This design comes from an exercise in tuning for small area on the open sky130 flow, not from production work.
Only simulation tests tie the RTL to the original design; equivalence was not proved.
Power figures rest on the tool's default switching activity, not on a simulated workload.

== north ==
==> module fir_symm_tdm, before the edit <==
module fir_symm_tdm #(
  parameter int unsigned DATA_W    = fir_pkg::DEF_DATA_W,
  parameter int unsigned COEF_W    = fir_pkg::DEF_COEF_W,
  parameter int unsigned TAPS      = fir_pkg::DEF_TAPS,
  parameter int unsigned OUT_SHIFT = 16
) (
  input  logic                          clk,
  input  logic                          rst,
  input  logic                          clear,
  input  logic                          in_valid,
  output logic                          in_ready,
  input  logic [DATA_W-1:0]             in_data,
  input  logic                          coef_we,
  input  logic [5:0]                    coef_addr,
  input  logic [COEF_W-1:0]             coef_wdata,
  output logic                          out_valid,
  output logic [DATA_W-1:0]             out_data,
  output logic                          out_sat
);
  localparam int unsigned H     = TAPS / 2;
  localparam int unsigned AW    = 6;
  localparam int unsigned NDIG  = fir_pkg::NDIG;
  localparam int unsigned ACC_W = fir_pkg::ACC_W;
  localparam logic signed [ACC_W-1:0] RND_C = ACC_W'(1) << (OUT_SHIFT - 1);
  typedef enum logic [1:0] {
    ST_IDLE = 2'd0,
    ST_ZERO = 2'd1,
    ST_ADJ  = 2'd2,
    ST_PASS = 2'd3
  } state_e;
  state_e        st_q;
  logic [AW-1:0] ph_q, ph_d;    
  logic [6:0]    cnt_q;         
  logic [3:0]    dig_q;         
  logic          out_valid_q;
  logic          accept;
  logic          ph_last;
  logic          len_a;         
  logic          ld_b;          
  logic          short_b;       
  assign ph_last  = (ph_q == AW'(H - 1));
  assign ph_d     = ph_last ? '0 : ph_q + AW'(1);
  assign in_ready = (st_q == ST_IDLE) && ph_last && !clear && !rst;
  assign accept   = in_valid && in_ready;
  assign len_a    = (st_q == ST_ADJ) && (cnt_q < 7'(H + 1));
  assign ld_b     = (st_q == ST_ZERO) || ((st_q == ST_ADJ) && (cnt_q == '0));
  assign short_b  = (st_q == ST_ADJ) && (cnt_q != '0) && (cnt_q < 7'(H));
  always_ff @(posedge clk or posedge rst) begin
    if (rst) begin
      st_q        <= ST_ZERO;
      ph_q        <= '0;
      cnt_q       <= '0;
      dig_q       <= '0;
      out_valid_q <= 1'b0;
    end else begin
      ph_q        <= ph_d;
      out_valid_q <= 1'b0;
      if (clear) begin
        st_q  <= ST_ZERO;
        cnt_q <= '0;
      end else begin
        case (st_q)
          ST_ZERO: begin
            cnt_q <= cnt_q + 7'd1;
            if (cnt_q == 7'(TAPS + 2)) st_q <= ST_IDLE;
          end
          ST_IDLE: begin
            if (accept) begin
              st_q  <= ST_ADJ;
              cnt_q <= '0;
            end
          end
          ST_ADJ: begin
            cnt_q <= cnt_q + 7'd1;
            if (cnt_q == 7'(TAPS - 1)) begin
              st_q  <= ST_PASS;
              dig_q <= '0;
            end
          end
          default: begin   
            if (ph_last) begin
              dig_q <= dig_q + 4'd1;
              if (dig_q == 4'(NDIG - 1)) begin
                st_q        <= ST_IDLE;
                out_valid_q <= 1'b1;
              end
            end
          end
        endcase
      end
    end
  end
  logic [H-1:0][DATA_W-1:0] ra_q;
  logic [DATA_W-1:0]        xa_q;
  logic [H-2:0][DATA_W-1:0] rb_q;
  logic [DATA_W-1:0]        yb_q;
  logic [DATA_W-1:0]        a_in;
  always_comb begin
    if (st_q == ST_ZERO) a_in = '0;
    else if (len_a)      a_in = xa_q;
    else if (accept)     a_in = in_data;
    else                 a_in = ra_q[0];
  end
  always_ff @(posedge clk) begin
    for (int unsigned i = 0; i + 1 < H; i++) ra_q[i] <= ra_q[i+1];
    ra_q[H-1] <= a_in;
    xa_q      <= ra_q[0];
    for (int unsigned i = 0; i + 2 < H; i++) rb_q[i] <= rb_q[i+1];
    rb_q[H-2] <= short_b ? rb_q[0] : yb_q;
    if (ld_b)          yb_q <= xa_q;
    else if (!short_b) yb_q <= rb_q[0];
  end
  logic [COEF_W-1:0] c_head;
  logic [COEF_W:0]   coef_x;     
  logic [2:0]        bwin;
  fir_coef_ram #(
    .DEPTH  (H),
    .COEF_W (COEF_W),
    .AW     (AW)
  ) u_coef_ram (
    .clk     (clk),
    .rst     (rst),
    .we      (coef_we),
    .waddr   (coef_addr),
    .wdata   (coef_wdata),
    .ph_next (ph_d),
    .head    (c_head)
  );
  assign coef_x = {c_head, 1'b0};
  always_comb begin
    bwin = '0;
    for (int unsigned d = 0; d < NDIG; d++) begin
      if (dig_q == 4'(d)) bwin = coef_x[2*d +: 3];
    end
  end
  logic signed [DATA_W:0]   pre;
  logic                     b_neg, b_two, b_one;
  logic signed [DATA_W+1:0] pmag;
  logic signed [ACC_W-1:0]  acc_q, acc_src, acc_add;
  assign pre   = $signed({ra_q[0][DATA_W-1], ra_q[0]}) + $signed({rb_q[0][DATA_W-1], rb_q[0]});
  assign b_neg = bwin[2] && !(bwin[1] && bwin[0]);
  assign b_one = bwin[1] ^ bwin[0];
  assign b_two = (bwin == 3'b011) || (bwin == 3'b100);
  always_comb begin
    if (b_two)      pmag = {pre, 1'b0};
    else if (b_one) pmag = {pre[DATA_W], pre};
    else            pmag = '0;
    acc_add = ACC_W'(pmag) ^ {ACC_W{b_neg}};
    if (st_q != ST_PASS || (ph_q == '0 && dig_q == '0)) acc_src = RND_C;
    else if (ph_q == '0)                                acc_src = acc_q >>> 2;
    else                                                acc_src = acc_q;
  end
  always_ff @(posedge clk) begin
    acc_q <= acc_src + acc_add + ACC_W'(b_neg);
  end
  logic sat_hi, sat_lo;
  assign sat_hi    = !acc_q[ACC_W-1] && (acc_q[ACC_W-2:DATA_W-1] != '0);
  assign sat_lo    =  acc_q[ACC_W-1] && (acc_q[ACC_W-2:DATA_W-1] != '1);
  assign out_valid = out_valid_q;
  assign out_sat   = sat_hi || sat_lo;
  assign out_data  = sat_hi ? {1'b0, {(DATA_W-1){1'b1}}} :
                     sat_lo ? {1'b1, {(DATA_W-1){1'b0}}} : acc_q[DATA_W-1:0];
endmodule
==> flow/config.mk <==
export PLATFORM = sky130hd
export DESIGN_NAME = fir_symm_tdm
export DESIGN_NICKNAME = fir_symm_tdm
export VERILOG_FILES = /design/flow/design.v
export SDC_FILE = /design/flow/constraint.sdc
export NUM_CORES = 4
export LEC_CHECK = 0
export ABC_AREA = 1
export CAP_MARGIN = 20
export CORE_MARGIN = 2
export CORE_UTILIZATION = 70
export SLEW_MARGIN = 20
==> flow/constraint.sdc <==
create_clock -name core_clock -period 12.0 [get_ports {clk}]
set_input_delay 2.4000 -clock core_clock [delete_from_list [all_inputs] [get_ports {clk}]]
set_output_delay 2.4000 -clock core_clock [all_outputs]
set_load 0.01 [all_outputs]
standard.sh (not shown) runs the stock make flow with config.mk's settings and CLKGATE_MAP_FILE= SYNTH_SCRIPT=/design/flow/synth_recipe.tcl, a recipe that flattens the netlist after the stock synthesis.
==> flow/flow/run.sh <==
#!/bin/bash
# The standard layout (standard.sh) with three changes:
#  - synthesis is the standard flow's own script, except that ABC maps the logic with
#    flow/abc_area.script, an area-only mapping (flip-flops are not touched);
#  - clock tree synthesis adds no dummy loads and clusters up to 30 flip-flops
#    within 55 um per leaf buffer;
#  - the port buffers are the smallest buffer cell.
# All tool output goes to standard_flow.log and to the ORFS logs under orfs/logs.
set -euo pipefail
work=$PWD
std=$(sed -n 's/.* SYNTH_SCRIPT=\([^ ]*\) .*/\1/p' standard.sh)
[[ -n "$std" ]]
cat > my_synth.tcl <<TCL
proc abc {args} {
  set i [lsearch -exact \$args -script]
  if {\$i >= 0} { lset args [expr {\$i + 1}] $work/flow/abc_area.script }
  yosys abc {*}\$args
}
source $std
TCL
sed "s# SYNTH_SCRIPT=[^ ]* # SYNTH_SCRIPT=$work/my_synth.tcl #" standard.sh > my_standard.sh
grep -q "SYNTH_SCRIPT=$work/my_synth.tcl" my_standard.sh
export CTS_ARGS="-sink_clustering_enable -repair_clock_nets -dont_use_dummy_load -sink_clustering_size 30 -sink_clustering_max_diameter 55"
export BUFFER_PORTS_ARGS="-buffer_cell sky130_fd_sc_hd__buf_1"
bash my_standard.sh > standard_flow.log 2>&1
==> flow/flow/abc_area.script <==
strash;dch;map -a;amap
diff inputs: north => south
diff --git a/flow/design.v b/flow/design.v
--- a/flow/design.v
+++ b/flow/design.v
@@ -3,7 +3,7 @@
   localparam int unsigned DEF_COEF_W = 18;
   localparam int unsigned DEF_TAPS   = 102;
   localparam int unsigned NDIG  = DEF_COEF_W / 2;
-  localparam int unsigned ACC_W = 25;
+  localparam int unsigned ACC_W = 24;
 endpackage
 module fir_coef_ram #(
   parameter int unsigned DEPTH  = 4,
@@ -68,7 +68,6 @@
   } state_e;
   state_e        st_q;
   logic [AW-1:0] ph_q, ph_d;    
-  logic [6:0]    cnt_q;         
   logic [3:0]    dig_q;         
   logic          out_valid_q;
   logic          accept;
@@ -80,14 +79,13 @@
   assign ph_d     = ph_last ? '0 : ph_q + AW'(1);
   assign in_ready = (st_q == ST_IDLE) && ph_last && !clear && !rst;
   assign accept   = in_valid && in_ready;
-  assign len_a    = (st_q == ST_ADJ) && (cnt_q < 7'(H + 1));
-  assign ld_b     = (st_q == ST_ZERO) || ((st_q == ST_ADJ) && (cnt_q == '0));
-  assign short_b  = (st_q == ST_ADJ) && (cnt_q != '0) && (cnt_q < 7'(H));
+  assign len_a    = (st_q == ST_ADJ) && ((dig_q == '0) || (ph_q == '0));
+  assign ld_b     = (st_q == ST_ZERO) || ((st_q == ST_ADJ) && (dig_q == '0) && ph_last);
+  assign short_b  = (st_q == ST_ADJ) && (dig_q == '0) && (ph_q != '0);
   always_ff @(posedge clk or posedge rst) begin
     if (rst) begin
       st_q        <= ST_ZERO;
       ph_q        <= '0;
-      cnt_q       <= '0;
       dig_q       <= '0;
       out_valid_q <= 1'b0;
     end else begin
@@ -95,24 +93,28 @@
       out_valid_q <= 1'b0;
       if (clear) begin
         st_q  <= ST_ZERO;
-        cnt_q <= '0;
+        dig_q <= '0;
       end else begin
         case (st_q)
           ST_ZERO: begin
-            cnt_q <= cnt_q + 7'd1;
-            if (cnt_q == 7'(TAPS + 2)) st_q <= ST_IDLE;
+            if (ph_last) begin
+              dig_q <= dig_q + 4'd1;
+              if (dig_q == 4'd3) begin
+                st_q  <= ST_IDLE;
+                dig_q <= '0;
+              end
+            end
           end
           ST_IDLE: begin
-            if (accept) begin
-              st_q  <= ST_ADJ;
-              cnt_q <= '0;
-            end
+            if (accept) st_q <= ST_ADJ;
           end
           ST_ADJ: begin
-            cnt_q <= cnt_q + 7'd1;
-            if (cnt_q == 7'(TAPS - 1)) begin
-              st_q  <= ST_PASS;
-              dig_q <= '0;
+            if (ph_last) begin
+              dig_q <= dig_q + 4'd1;
+              if (dig_q == 4'd1) begin
+                st_q  <= ST_PASS;
+                dig_q <= '0;
+              end
             end
           end
           default: begin   
@@ -120,6 +122,7 @@
               dig_q <= dig_q + 4'd1;
               if (dig_q == 4'(NDIG - 1)) begin
                 st_q        <= ST_IDLE;
+                dig_q       <= '0;
                 out_valid_q <= 1'b1;
               end
             end
@@ -145,8 +148,7 @@
     xa_q      <= ra_q[0];
     for (int unsigned i = 0; i + 2 < H; i++) rb_q[i] <= rb_q[i+1];
     rb_q[H-2] <= short_b ? rb_q[0] : yb_q;
-    if (ld_b)          yb_q <= xa_q;
-    else if (!short_b) yb_q <= rb_q[0];
+    yb_q      <= ld_b ? ra_q[1] : rb_q[0];
   end
   logic [COEF_W-1:0] c_head;
   logic [COEF_W:0]   coef_x;     
==> run summary <==
north gets by with more registers than south.
X dimension of the die: south vs north down 0.50%
Number of antenna violations at the first check in global routing ends up lower on south.
Cmp south vs north: non-clock buffer count lower in south
Compare north and south | shortest period the worst path allows higher: north
Looking at north and south, the clock power is a wash.
Compared with north, south shows a higher clock group share of total power.
Number of port buffers: north vs south identical
Side by side, effective utilization at floorplan turned out lower in south than in north.
Sort north and south by total number of vias desc -> top: north
Compared with north, south shows total routing resource utilization after global routing higher by 0.41 points.
Against north, the final cell area of south is lower.

## separate check: timing with driven ports
How much do the figures lean on ideal ports? The routed layouts below were timed once more, with nothing changed but the port constraints.
Step 1 assumes that a clkbuf_16 drives the clock port and a buf_2 every other input.
Step 2 moves the port delays by t, midway between the first and last clock arrival at a register: inputs arrive t later, outputs are due t later. That takes back most of the time a late clock gives input paths.
Slacks: ideal ports / drivers / drivers and shift; pairs: ideal ports / drivers.
run | t, ns | setup slack, ns | worst setup path after step 2
north | 0.786 | 4.333 / 4.333 / 3.875 | input to register
south | 0.789 | 4.773 / 4.813 / 4.024 | input to register
After both steps every run listed still meets setup and hold. For south, which loses most, drivers alone change the setup slack by +0.040 ns; drivers and shift together by -0.749 ns.
